This design comes from an exercise in tuning for small area, a short achievable clock period and few clock cycles per item on the open sky130 flow, not from production work.
Only simulation tests tie the RTL to the original design; equivalence was not proved.

build 74:
// oct_normal_encoder_unit
module oct_normal_encoder_unit #(
   parameter int COMP_BITS = 16
) (
   input  logic                                clock,
   input  logic                                reset,
   input  logic                                req_valid,
   output logic                                req_ready,
   input  logic signed [COMP_BITS-1:0]         req_comp_x,
   input  logic signed [COMP_BITS-1:0]         req_comp_y,
   input  logic signed [COMP_BITS-1:0]         req_comp_z,
   output logic                                rsp_valid,
   input  logic                                rsp_ready,
   output logic [onu_pkg::ENC_W-1:0]           rsp_enc_x,
   output logic [onu_pkg::ENC_W-1:0]           rsp_enc_y,
   output logic                                rsp_zero_vector,
   input  logic                                csr_psel,
   input  logic                                csr_penable,
   input  logic                                csr_pwrite,
   input  logic [onu_pkg::CSR_ADDR_W-1:0]      csr_paddr,
   input  logic [onu_pkg::CSR_DATA_W-1:0]      csr_pwdata,
   output logic [onu_pkg::CSR_DATA_W-1:0]      csr_prdata,
   output logic                                csr_pready
);
For scale: roughly 8500 cells after synthesis, ~1100 flip-flops, about 84000 sq um of cells after synthesis.
==> flow/config.mk <==
export PLATFORM = sky130hd
export DESIGN_NAME = oct_normal_encoder_unit
export DESIGN_NICKNAME = oct_normal_encoder_unit
export VERILOG_FILES = /design/flow/design.v
export SDC_FILE = /design/flow/constraint.sdc
export NUM_CORES = 4
export LEC_CHECK = 0
export CAP_MARGIN = 20
export CORE_MARGIN = 2
export CORE_UTILIZATION = 40
export SLEW_MARGIN = 20
==> flow/constraint.sdc <==
create_clock -name core_clock -period 7.5 [get_ports {clock}]
set_input_delay 1.5000 -clock core_clock [delete_from_list [all_inputs] [get_ports {clock}]]
set_output_delay 1.5000 -clock core_clock [all_outputs]
set_load 0.01 [all_outputs]
run.sh (not shown) runs the stock make flow with config.mk's settings and CLKGATE_MAP_FILE= SYNTH_SCRIPT=/design/flow/synth_recipe.tcl, a recipe that flattens the netlist after the stock synthesis.
Testbench counts of build 74, summed over its fixed seeds: cycles 16,104, items 16,000.
[inputs] trial 29 vs build 74
- putting SETUP_SLACK_MARGIN at 4.2 where nothing was set
Notes after the runs:
- Trial 29: flow completed, timing, DRC and antenna clean
- NOTE wire length build 74->trial 29 increased by more than 10%
- Trial 29 ended with more share of the core filled with cells in the final layout than build 74.
- Between build 74 and trial 29, the flow reports maximum clock frequency increasing by more than a quarter.
- Re tap cell instance count: no difference whatsoever between trial 29 and build 74.

## purple
oct_normal_encoder_unit, a different RTL version from the one above (not shown whole).
Size in the first run: about 12000 cells after synthesis, ~160 I/O pins, roughly 99000 um2 of cells after synthesis.
// oct_normal_encoder_unit
module oct_normal_encoder_unit #(
   parameter int COMP_BITS = 16
) (
   input  logic                                clock,
   input  logic                                reset,
   input  logic                                req_valid,
   output logic                                req_ready,
   input  logic signed [COMP_BITS-1:0]         req_comp_x,
   input  logic signed [COMP_BITS-1:0]         req_comp_y,
   input  logic signed [COMP_BITS-1:0]         req_comp_z,
   output logic                                rsp_valid,
   input  logic                                rsp_ready,
   output logic [onu_pkg::ENC_W-1:0]           rsp_enc_x,
   output logic [onu_pkg::ENC_W-1:0]           rsp_enc_y,
   output logic                                rsp_zero_vector,
   input  logic                                csr_psel,
   input  logic                                csr_penable,
   input  logic                                csr_pwrite,
   input  logic [onu_pkg::CSR_ADDR_W-1:0]      csr_paddr,
   input  logic [onu_pkg::CSR_DATA_W-1:0]      csr_pwdata,
   output logic [onu_pkg::CSR_DATA_W-1:0]      csr_prdata,
   output logic                                csr_pready
);
clock: 7.5 ns
lec_check: 0
abc_area: 1
cap_margin: 20
core_margin: 2
core_utilization: 62
place_density: 0.74
setup_slack_margin: 4.4
slew_margin: 20
purple completed end to end with timing, DRC and antenna clean.
Testbench counts of purple, summed over its fixed seeds: cycles 16,104, items 16,000.
Here is what was changed in the inputs of blue compared with purple.
Settings: swapping 62 for 55 in CORE_UTILIZATION; swapping 0.74 for 0.68 in PLACE_DENSITY.
==> notes.md <==
- Relative to purple, utilization has decreased by 7.2 points in blue.
- On wire length of the first global-routing pass, blue tracks purple almost exactly.
- Of purple and blue, blue shows the higher number of cells on the worst reg-to-reg path, with purple below it.
- purple → blue: largest net degree at the start of global routing now sits lower; final critical path time including I/O delays and setup now sits lower; buffer count excluding the clock tree in the final layout now sits higher.
- Number of instances in the placed design up 2.0% in blue wrt purple
- In terms of maximum operating frequency, blue and purple differ only marginally.

==> re-timing with driven ports <==
In the flow no input, the clock included, has a driving cell. The finished layouts below were timed again as built, in two steps.
Step 1 sets driving cells, clkbuf_16 on the clock port and buf_2 on the other inputs (assumed; they add their load-dependent delay and slew).
Step 2 moves the port delays by t, midway between the first and last clock arrival at a register: inputs arrive t later, outputs are due t later. That takes back most of the time a late clock gives input paths.
a / b / c = ideal ports / drivers / drivers and shift; a / b = the first two.
| run | t, ns | slack for setup (ns) | hold WS [ns] | worst setup path after step 2 |
|---|---|---|---|---|
| build 74 | 0.824 | 2.791 / 2.791 / 2.791 | 0.398 / 0.398 / 0.398 | register to register |
| trial 29 | 0.830 | 3.965 / 3.965 / 3.426 | 0.400 / 0.400 / 0.400 | input to register |
| purple | 0.895 | 4.377 / 4.371 / 3.719 | 0.413 / 0.413 / 0.413 | input to register |
| blue | 0.911 | 4.384 / 4.372 / 3.695 | 0.405 / 0.405 / 0.405 | input to register |
After both steps every run listed still meets setup and hold. For blue, which loses most, drivers alone change the setup slack by -0.012 ns; drivers and shift together by -0.689 ns.
